Background: an optimization exercise with open tools, aiming at small area, a short achievable clock period and few clock cycles per item. Do not read the settings as production practice. At most, simulation tests tie the RTL to the original design; equivalence was not proved. No activity file was given, so power comes from the tool's default toggle rates.

Setup of main:
==> flow/design.v (excerpt) <==
module invoke_id_remap_table_core #(
    parameter int unsigned TABLE_DEPTH = 16,
    parameter int unsigned ID_LIMIT    = 32767
) (
    input  logic                         clk,
    input  logic                         rst_n,
    input  logic [iirt_pkg::TDATA_W-1:0] s_tdata,
    input  logic [0:0]                   s_tuser,
    input  logic                         s_tvalid,
    output logic                         s_tready,
    output logic [iirt_pkg::TDATA_W-1:0] m_tdata,
    output logic [1:0]                   m_tuser,
    output logic                         m_tlast,
    output logic                         m_tvalid,
    input  logic                         m_tready
);
export LEC_CHECK = 0
export CAP_MARGIN = 20
export CORE_MARGIN = 2
export CORE_UTILIZATION = 40
export SETUP_SLACK_MARGIN = 2.5
export SLEW_MARGIN = 20
create_clock -name core_clock -period 5.0 [get_ports {clk}]
run.sh (not shown) runs the stock make flow with config.mk's settings and CLKGATE_MAP_FILE= SYNTH_SCRIPT=/design/flow/synth_recipe.tcl, a recipe that flattens the netlist after the stock synthesis.
Input-level comparison between the feature branch and main:
- SETUP_SLACK_MARGIN now 2.0, was 2.5
- CTS_BUF_LIST now sky130_fd_sc_hd__clkbuf_4 sky130_fd_sc_hd__clkbuf_8, previously not set
--- outcome ---
The feature branch: shortest clock period the worst path allows after layout lower than main. Diff main -> the feature branch: internal power summed over all cells went down 510 µW, buffering overhead went down by 1.5 points, overall power of the completed layout went down, final clock skew increased 9.5 ps, depth of the worst register-to-register path rose by 1. Of main and the feature branch, the run reporting the higher placement-stage cell area was main. Instance count on the critical path (the feature branch over main): increase, 1. Lower number of antenna cells inserted was reported by the feature branch, not main.
No functional check of the RTL was part of any run of this note.


beta:
The RTL this note starts from:
==> flow/design.v <==
package iirt_pkg;
    localparam int PORT_W  = 8;
    localparam int ORIG_W  = 16;
    localparam int GEN_W   = 15;
    localparam int TDATA_W = 40;
    typedef enum logic [1:0] {
        KIND_ASSIGNED = 2'd0,
        KIND_ROUTED   = 2'd1,
        KIND_NO_MATCH = 2'd2,
        KIND_FULL     = 2'd3
    } kind_t;
    typedef struct packed {
        logic [PORT_W-1:0] port;
        logic [ORIG_W-1:0] orig;
        logic [GEN_W-1:0]  gen;
    } entry_t;
    typedef struct packed {
        logic capture;     
        logic request;     
        logic scan_step;   
        logic finish;      
    } dp_cmd_t;
    typedef struct packed {
        logic out_free;    
        logic fill_zero;   
        logic match;       
        logic pend_valid;  
        logic scan_last;   
    } dp_stat_t;
endpackage
module invoke_id_remap_table_core #(
    parameter int unsigned TABLE_DEPTH = 16,
    parameter int unsigned ID_LIMIT    = 32767
) (
    input  logic                         clk,
    input  logic                         rst_n,
    input  logic [iirt_pkg::TDATA_W-1:0] s_tdata,
    input  logic [0:0]                   s_tuser,
    input  logic                         s_tvalid,
    output logic                         s_tready,
    output logic [iirt_pkg::TDATA_W-1:0] m_tdata,
    output logic [1:0]                   m_tuser,
    output logic                         m_tlast,
    output logic                         m_tvalid,
    input  logic                         m_tready
);
    localparam int D   = TABLE_DEPTH;
    localparam int PW  = iirt_pkg::PORT_W;
    localparam int OW  = iirt_pkg::ORIG_W;
    localparam int GW  = iirt_pkg::GEN_W;
    localparam int PAD = iirt_pkg::TDATA_W - PW - OW - GW;
    localparam logic [GW-1:0] GEN_ONE = 1;
    localparam logic [GW-1:0] GEN_LIM = ID_LIMIT;
    logic          ir_op;
    logic [PW-1:0] ir_port;
    logic [OW-1:0] ir_orig;
    logic [GW-1:0] ir_gen;
    assign ir_op   = s_tuser[0];
    assign ir_port = s_tdata[PW-1:0];
    assign ir_orig = s_tdata[PW+OW-1:PW];
    assign ir_gen  = s_tdata[PW+OW+GW-1:PW+OW];
    logic [D-1:0]  v;
    logic [PW-1:0] t_port [0:D-1];
    logic [OW-1:0] t_orig [0:D-1];
    logic [GW-1:0] t_gen  [0:D-1];
    logic [GW-1:0] nid;      
    logic          b_v, b_op, b_full;
    logic          b_multi;  
    logic          b_rdy;    
    logic [D-1:0]  b_pick;   
    logic          busy_q;   
    logic [GW-1:0] b_gen;
    logic [D-1:0]  b_sel;    
    logic          oval, olast;
    logic [1:0]    okind;
    logic [PW-1:0] oport;
    logic [OW-1:0] oorig;
    logic [GW-1:0] ogen;
    logic          sval, slast;
    logic [1:0]    skind;
    logic [PW-1:0] sport;
    logic [OW-1:0] sorig;
    logic [GW-1:0] sgen;
    logic          a_go, b_free, b_emit, b_last, full, oload;
    logic          b_v_n, b_multi_n, sval_n;
    logic          m_multi, r_multi;
    logic [D-1:0]  m, pnext, brem, shl;
    logic [1:0]    rkind;
    logic [PW-1:0] rport;
    logic [OW-1:0] rorig;
    function automatic logic multi(input logic [15:0] x);
        logic [7:0] a1, t1;
        logic [3:0] a2, t2;
        logic [1:0] a3, t3;
        for (int i = 0; i < 8; i++)
        begin
            a1[i] = x[2*i] || x[2*i+1];
            t1[i] = x[2*i] && x[2*i+1];
        end
        for (int i = 0; i < 4; i++)
        begin
            a2[i] = a1[2*i] || a1[2*i+1];
            t2[i] = t1[2*i] || t1[2*i+1] || (a1[2*i] && a1[2*i+1]);
        end
        for (int i = 0; i < 2; i++)
        begin
            a3[i] = a2[2*i] || a2[2*i+1];
            t3[i] = t2[2*i] || t2[2*i+1] || (a2[2*i] && a2[2*i+1]);
        end
        multi = t3[0] || t3[1] || (a3[0] && a3[1]);
    endfunction
    function automatic logic multi3(input logic [15:0] x);
        logic [15:0] a, t, h;
        a = x;
        t = '0;
        h = '0;
        for (int w = 8; w >= 1; w = w / 2)
            for (int i = 0; i < w; i++)
            begin
                h[i] = h[2*i] || h[2*i+1] || (t[2*i] && a[2*i+1]) || (a[2*i] && t[2*i+1]);
                t[i] = t[2*i] || t[2*i+1] || (a[2*i] && a[2*i+1]);
                a[i] = a[2*i] || a[2*i+1];
            end
        multi3 = h[0];
    endfunction
    assign b_emit   = b_v && !sval && (!b_multi || b_rdy);
    assign b_free   = !busy_q;   
    assign s_tready = b_free;
    assign a_go     = s_tvalid && b_free;
    assign full     = &v;
    always_comb
    begin
        logic seen;
        for (int i = 0; i < D; i++)
            m[i] = v[i] && ir_op && (t_gen[i] == ir_gen);
        shl[0] = 1'b1;
        for (int i = 1; i < D; i++)
            shl[i] = shl[i-1] && v[i-1];
        brem    = b_sel & ~b_pick;
        b_last  = !b_multi;
        m_multi = multi(m);
        r_multi = multi3(b_sel);
        pnext = b_rdy ? brem : b_sel;
        seen  = 1'b0;
        for (int i = D - 1; i >= 0; i--)
        begin
            logic p;
            p        = pnext[i];
            pnext[i] = p && !seen;
            seen     = seen || p;
        end
        rport  = '0;
        rorig  = '0;
        for (int i = 0; i < D; i++)
        begin
            rport = rport | (t_port[i] & {PW{b_pick[i]}});
            rorig = rorig | (t_orig[i] & {OW{b_pick[i]}});
        end
        if (b_op)
            rkind = (b_sel != '0) ? iirt_pkg::KIND_ROUTED : iirt_pkg::KIND_NO_MATCH;
        else
            rkind = b_full ? iirt_pkg::KIND_FULL : iirt_pkg::KIND_ASSIGNED;
    end
    always_ff @(posedge clk or negedge rst_n)
    begin
        if (!rst_n)
        begin
            v    <= '0;
            nid  <= GEN_ONE;
            b_v  <= 1'b0;
            oval <= 1'b0;
            sval <= 1'b0;
        end
        else
        begin
            if (a_go && !ir_op && !full)
            begin
                for (int i = 0; i < D; i++)
                    if (shl[i])
                        v[i] <= (i == 0) ? 1'b1 : v[i-1];
                nid <= (nid == GEN_LIM) ? GEN_ONE : nid + GEN_ONE;
            end
            else if (a_go)
                v <= v & ~m;
            if (b_free)
                b_v <= a_go;
            if (oload)
                oval <= sval || b_emit;
            if (!oload && b_emit)
                sval <= 1'b1;
            else if (oload)
                sval <= 1'b0;
        end
    end
    always_ff @(posedge clk)
    begin
        if (a_go && !ir_op && !full)
        begin
            for (int i = 0; i < D; i++)
                if (shl[i])
                begin
                    if (i == 0)
                    begin
                        t_port[i] <= ir_port;
                        t_orig[i] <= ir_orig;
                        t_gen[i]  <= nid;
                    end
                    else
                    begin
                        t_port[i] <= t_port[i-1];
                        t_orig[i] <= t_orig[i-1];
                        t_gen[i]  <= t_gen[i-1];
                    end
                end
        end
    end
    always_ff @(posedge clk)
    begin
        if (b_free)
        begin
            b_op   <= ir_op;
            b_full <= full;
            b_gen  <= ir_op ? ir_gen : (full ? '0 : nid);
            b_sel  <= m;
            b_pick <= m;
        end
        else if (b_multi && (!b_rdy || b_emit))
        begin
            if (b_emit)
                b_sel <= brem;
            b_pick <= pnext;
        end
    end
    always_ff @(posedge clk or negedge rst_n)
    begin
        if (!rst_n)
        begin
            b_multi <= 1'b0;
            b_rdy   <= 1'b0;
        end
        else if (b_free)
        begin
            b_multi <= a_go && m_multi;
            b_rdy   <= 1'b0;
        end
        else
        begin
            if (b_emit)
                b_multi <= r_multi;
            if (b_multi)
                b_rdy <= 1'b1;
        end
    end
    always_comb
    begin
        b_v_n     = b_free ? a_go : b_v;
        b_multi_n = b_free ? (a_go && m_multi) : (b_emit ? r_multi : b_multi);
        sval_n    = oload ? 1'b0 : (b_emit ? 1'b1 : sval);
    end
    always_ff @(posedge clk or negedge rst_n)
    begin
        if (!rst_n)
            busy_q <= 1'b0;
        else
            busy_q <= b_v_n && (sval_n || b_multi_n);
    end
    assign oload = !oval || m_tready;
    always_ff @(posedge clk)
    begin
        if (oload)
        begin
            if (sval)
            begin
                okind <= skind;
                olast <= slast;
                oport <= sport;
                oorig <= sorig;
                ogen  <= sgen;
            end
            else
            begin
                okind <= rkind;
                olast <= b_last;
                oport <= rport;
                oorig <= rorig;
                ogen  <= b_gen;
            end
        end
    end
    always_ff @(posedge clk)
    begin
        if (!sval)
        begin
            skind <= rkind;
            slast <= b_last;
            sport <= rport;
            sorig <= rorig;
            sgen  <= b_gen;
        end
    end
    assign m_tvalid = oval;
    assign m_tuser  = okind;
    assign m_tlast  = olast;
    assign m_tdata  = {{PAD{1'b0}}, ogen, oorig, oport};
endmodule
export LEC_CHECK = 0
export CAP_MARGIN = 5
export CORE_MARGIN = 2
export CORE_UTILIZATION = 40
export CTS_CLUSTER_DIAMETER = 60
export CTS_CLUSTER_SIZE = 26
export SETUP_SLACK_MARGIN = 2.8
export SLEW_MARGIN = 5
create_clock -name core_clock -period 5.0 [get_ports {clk}]
standard.sh (not shown) runs the stock make flow with config.mk's settings and CLKGATE_MAP_FILE= SYNTH_SCRIPT=/design/flow/synth_recipe.tcl, a recipe that flattens the netlist after the stock synthesis.
==> flow/flow/run.sh <==
#!/bin/bash
# Layout flow: the standard flow (standard.sh) with two changes after
# synthesis, which itself runs unchanged:
#  - the input and output ports are buffered with buf_4 cells instead of the
#    default port buffer cell
#  - timing repair may resize a cell to any cell of the same function, not only
#    to one of the same footprint (MATCH_CELL_FOOTPRINT 0)
# Each step's full output goes to a log file of its own in this folder.
set -euo pipefail
EXTRA="'BUFFER_PORTS_ARGS=-buffer_cell sky130_fd_sc_hd__buf_4' MATCH_CELL_FOOTPRINT=0"
sed "s|\"\${@:-finish}\"|$EXTRA \"\${@:-finish}\"|" standard.sh > standard_extra.sh
grep -q "MATCH_CELL_FOOTPRINT=0" standard_extra.sh
bash standard.sh synth > synth.log 2>&1
bash standard_extra.sh finish > layout.log 2>&1
test -s out/final.def
Setup changes, beta to delta
- SETUP_SLACK_MARGIN: 2.8 -> 2.6
Findings:
~same normalized max-slew margin in beta and delta. Cmp delta vs beta: final critical delay including setup and external delays higher in delta. Worst hold slack after final layout delta (beta -> delta): insignificant. Re switching share of power: delta is 0.34 points down on beta. Compared delta against beta; area of all sequential standard cells within noise. When delta is measured against beta, its non-clock buffer count turns out 19% lower. Compared delta against beta; worst-margin pin slew within noise.
Function was not checked in any run of this note: the RTL went through the layout flow alone.


invoke_id_remap_table_core, a different RTL version from the one above (not shown whole).
Size: about 1900 cells after synthesis, roughly 31000 um^2 of cells after synthesis.
export LEC_CHECK = 0
export CAP_MARGIN = 20
export CORE_MARGIN = 2
export CORE_UTILIZATION = 40
export CTS_CLUSTER_DIAMETER = 60
export CTS_CLUSTER_SIZE = 26
export PLACE_DENSITY = 0.7
export SETUP_SLACK_MARGIN = 2.6
export SLEW_MARGIN = 20
create_clock -name core_clock -period 5.0 [get_ports {clk}]
Scripts as last shown in full above: flow/flow/run.sh
Testbench counts at the start, summed over its fixed seeds: cycles 3,216, items 3,200.
Then changed:
- CORE_UTILIZATION: 40 -> 55
- PLACE_DENSITY: 0.7 -> unset
Count of clock-buffer cells in the layout went up by 1.
Synthesized cell count is unchanged.
Cell area barely changes.
Setup slack gains 16 ps.
Clock skew barely changes.
Clock power increases by 16%.
Then changed:
- CORE_UTILIZATION: 55 -> 40
- SETUP_SLACK_MARGIN: 2.6 -> 2.5
Effect: Worst hold slack improved by 22 ps; worst setup slack loses 25 ps; global-route usage falls by 9.0 points; design area shrinks by about 1.3%; total power decreases by about 3.6%; fmax went down by 1.0%.
Then changed:
- CORE_UTILIZATION: 40 -> 45
- SETUP_SLACK_MARGIN: 2.5 -> 2.7
What happened:
- power grows by a few percent
- wire length came out higher by a few percent
- final area rises by a few percent
- cell count fell by a few percent
- critical path depth drops by 6
- worst hold slack got worse by 35 ps
- worst setup slack gets better by 34 ps
- core utilization increases by 7.1 points
- die area falls by roughly a tenth


## 10-10
invoke_id_remap_table_core, a different RTL version from the one above (not shown whole).
Size in the first run: ~1800 cells after synthesis, about 790 flip-flops, about 90 I/O pins, about 31000 µm² of cells after synthesis.
==> flow/config.mk <==
export PLATFORM = sky130hd
export DESIGN_NAME = invoke_id_remap_table_core
export DESIGN_NICKNAME = invoke_id_remap_table_core
export VERILOG_FILES = /design/flow/design.v
export SDC_FILE = /design/flow/constraint.sdc
export NUM_CORES = 4
export LEC_CHECK = 0
export CAP_MARGIN = 20
export CORE_MARGIN = 2
export CORE_UTILIZATION = 40
export CTS_CLUSTER_DIAMETER = 60
export CTS_CLUSTER_SIZE = 26
export SETUP_SLACK_MARGIN = 2.5
export SLEW_MARGIN = 20
==> flow/constraint.sdc <==
create_clock -name core_clock -period 5.0 [get_ports {clk}]
set_input_delay 1.0000 -clock core_clock [delete_from_list [all_inputs] [get_ports {clk}]]
set_output_delay 1.0000 -clock core_clock [all_outputs]
set_load 0.01 [all_outputs]
Scripts as last shown in full above: flow/flow/run.sh
Testbench counts of 10-10, summed over its fixed seeds: cycles 3,216, items 3,200.
Edits applied to the flow inputs when going from 10-10 to 11-03:
Settings: removing CTS_CLUSTER_DIAMETER (formerly 60); removing CTS_CLUSTER_SIZE (formerly 26).
==> summary.txt <==
Going from 10-10 to 11-03, number of fillers in the final layout shrank by a few percent.
[compare] base=10-10 new=11-03: final total power +0.0017 W, register area ~0 delta.
met2 capacity usage during global routing was lower in the run labelled 11-03.


Another version of the RTL of invoke_id_remap_table_core (not shown whole).
Size in the first run: about 830 flip-flops, ~90 I/O pins, about 32000 sq um of cells after synthesis.
Settings: LEC_CHECK=0, CAP_MARGIN=20, CORE_MARGIN=2, CORE_UTILIZATION=40, SETUP_SLACK_MARGIN=2.2, SLEW_MARGIN=20; clock period 5.0 ns.
run.sh (not shown) runs the stock make flow with config.mk's settings and CLKGATE_MAP_FILE= SYNTH_SCRIPT=/design/flow/synth_recipe.tcl, a recipe that flattens the netlist after the stock synthesis.
Stock flow here: none of the scripts above is used.
Testbench counts at the start, summed over its fixed seeds: cycles 3,224, items 3,200.
Rerun with:
Settings changed: CTS_CLUSTER_DIAMETER from default to 60, CTS_CLUSTER_SIZE from default to 26.
Effect:
- clock power is lower by 19%
- setup slack degrades by 0.074 ns
- sequential power hardly moves
- non-clock buffer count is higher by 9
- synthesized area stays the same
- final area is lower by 1.8%
- flip-flop and latch count stays the same
- cell count is lower by 1.3%
- die area does not change


Setup of run X:
invoke_id_remap_table_core with an RTL version that a note above also has.
Size in the first run: about 1800 cells after synthesis, roughly 90 I/O pins, ~0.031 mm2 of cells after synthesis.
Design invoke_id_remap_table_core, start of the top module:
module invoke_id_remap_table_core #(
    parameter int unsigned TABLE_DEPTH = 16,
    parameter int unsigned ID_LIMIT    = 32767
) (
    input  logic                         clk,
    input  logic                         rst_n,
    input  logic [iirt_pkg::TDATA_W-1:0] s_tdata,
    input  logic [0:0]                   s_tuser,
    input  logic                         s_tvalid,
    output logic                         s_tready,
    output logic [iirt_pkg::TDATA_W-1:0] m_tdata,
    output logic [1:0]                   m_tuser,
    output logic                         m_tlast,
    output logic                         m_tvalid,
    input  logic                         m_tready
);
make LEC_CHECK=0 CAP_MARGIN=20 CORE_MARGIN=2 CORE_UTILIZATION=40 SETUP_SLACK_MARGIN=2.0 SLEW_MARGIN=20 finish   # period 5.0 ns
Run X went all the way through the flow, and no timing, DRC or antenna check failed.
Modified inputs, run E compared to run X
- changing SETUP_SLACK_MARGIN from 2.0 to 1.0
Results
- Run E did not stop at any stage, and its layout met the timing, DRC and antenna checks.
- Delta (run E minus run X): area occupied by multi-input gates went down, count of nets after finishing -51, total internal power moved up.
- Going from run X to run E, routed wire length saw a decrease, clock network area share higher.
- On worst hold-check slack, run X tracks run E almost exactly.
- Comparing run E with run X, the number of placed instances with taps included came out essentially unchanged.
- Summary — share of power burned in the clock network, run E relative to run X: higher, by 0.8 points.
- Total stage count of the critical path, run X and run E: smaller value in run E
- Run E against run X: fmax has decreased, number of clock-tree buffers in the layout has increased.
No run of this note included a check of the RTL's function; only the layout flow was run.

what the ideal ports hide:
How much do the figures lean on ideal ports? The routed layouts below were timed once more, with nothing changed but the port constraints. Step 1: set_driving_cell puts a clkbuf_16 on clk and a buf_2 on each other input, an assumption about the parent block. Step 2 adds t to the input delays and takes it off the output delays; t is the mean of the earliest and latest rising clock arrival at the registers after step 1. Input paths then give back, and output paths get back, about the clock's delay inside the block. Three values: ideal ports, drivers, drivers and shift; two values: the first two.
run	t, ns	slack for setup (ns)	hold slack, ns	cell pins on the clock port's net
main	0.680	1.974 / 1.974 / 1.974	0.418 / 0.418 / 0.418	1
the feature branch	0.809	2.007 / 2.007 / 2.007	0.378 / 0.345 / 0.413	1
beta	0.674	2.514 / 2.453 / 1.952	0.364 / 0.325 / 0.448	1
delta	0.671	2.500 / 2.441 / 1.927	0.362 / 0.326 / 0.449	1
the first run of note 3	0.674	2.543 / 2.521 / 1.901	0.341 / 0.309 / 0.427	1
the second run of note 3	0.679	2.559 / 2.503 / 1.904	0.338 / 0.305 / 0.434	1
the third run of note 3	0.678	2.534 / 2.478 / 1.957	0.360 / 0.321 / 0.436	1
the fourth run of note 3	0.698	2.568 / 2.505 / 2.012	0.324 / 0.291 / 0.415	1
10-10	0.683	2.356 / 2.296 / 1.860	0.322 / 0.286 / 0.403	1
11-03	0.695	2.351 / 2.317 / 1.832	0.336 / 0.297 / 0.433	1
the first run of note 5	0.686	2.227 / 2.170 / 1.985	0.409 / 0.409 / 0.409	1
the second run of note 5	0.705	2.153 / 2.153 / 2.019	0.384 / 0.384 / 0.384	1
run X	0.679	2.033 / 2.033 / 2.033	0.419 / 0.419 / 0.419	1
run E	0.674	1.556 / 1.556 / 1.556	0.420 / 0.420 / 0.420	1
After both steps setup and hold are still met in every run listed. For the second run of note 3, which loses most, drivers alone change the setup slack by -0.056 ns; drivers and shift together by -0.655 ns.
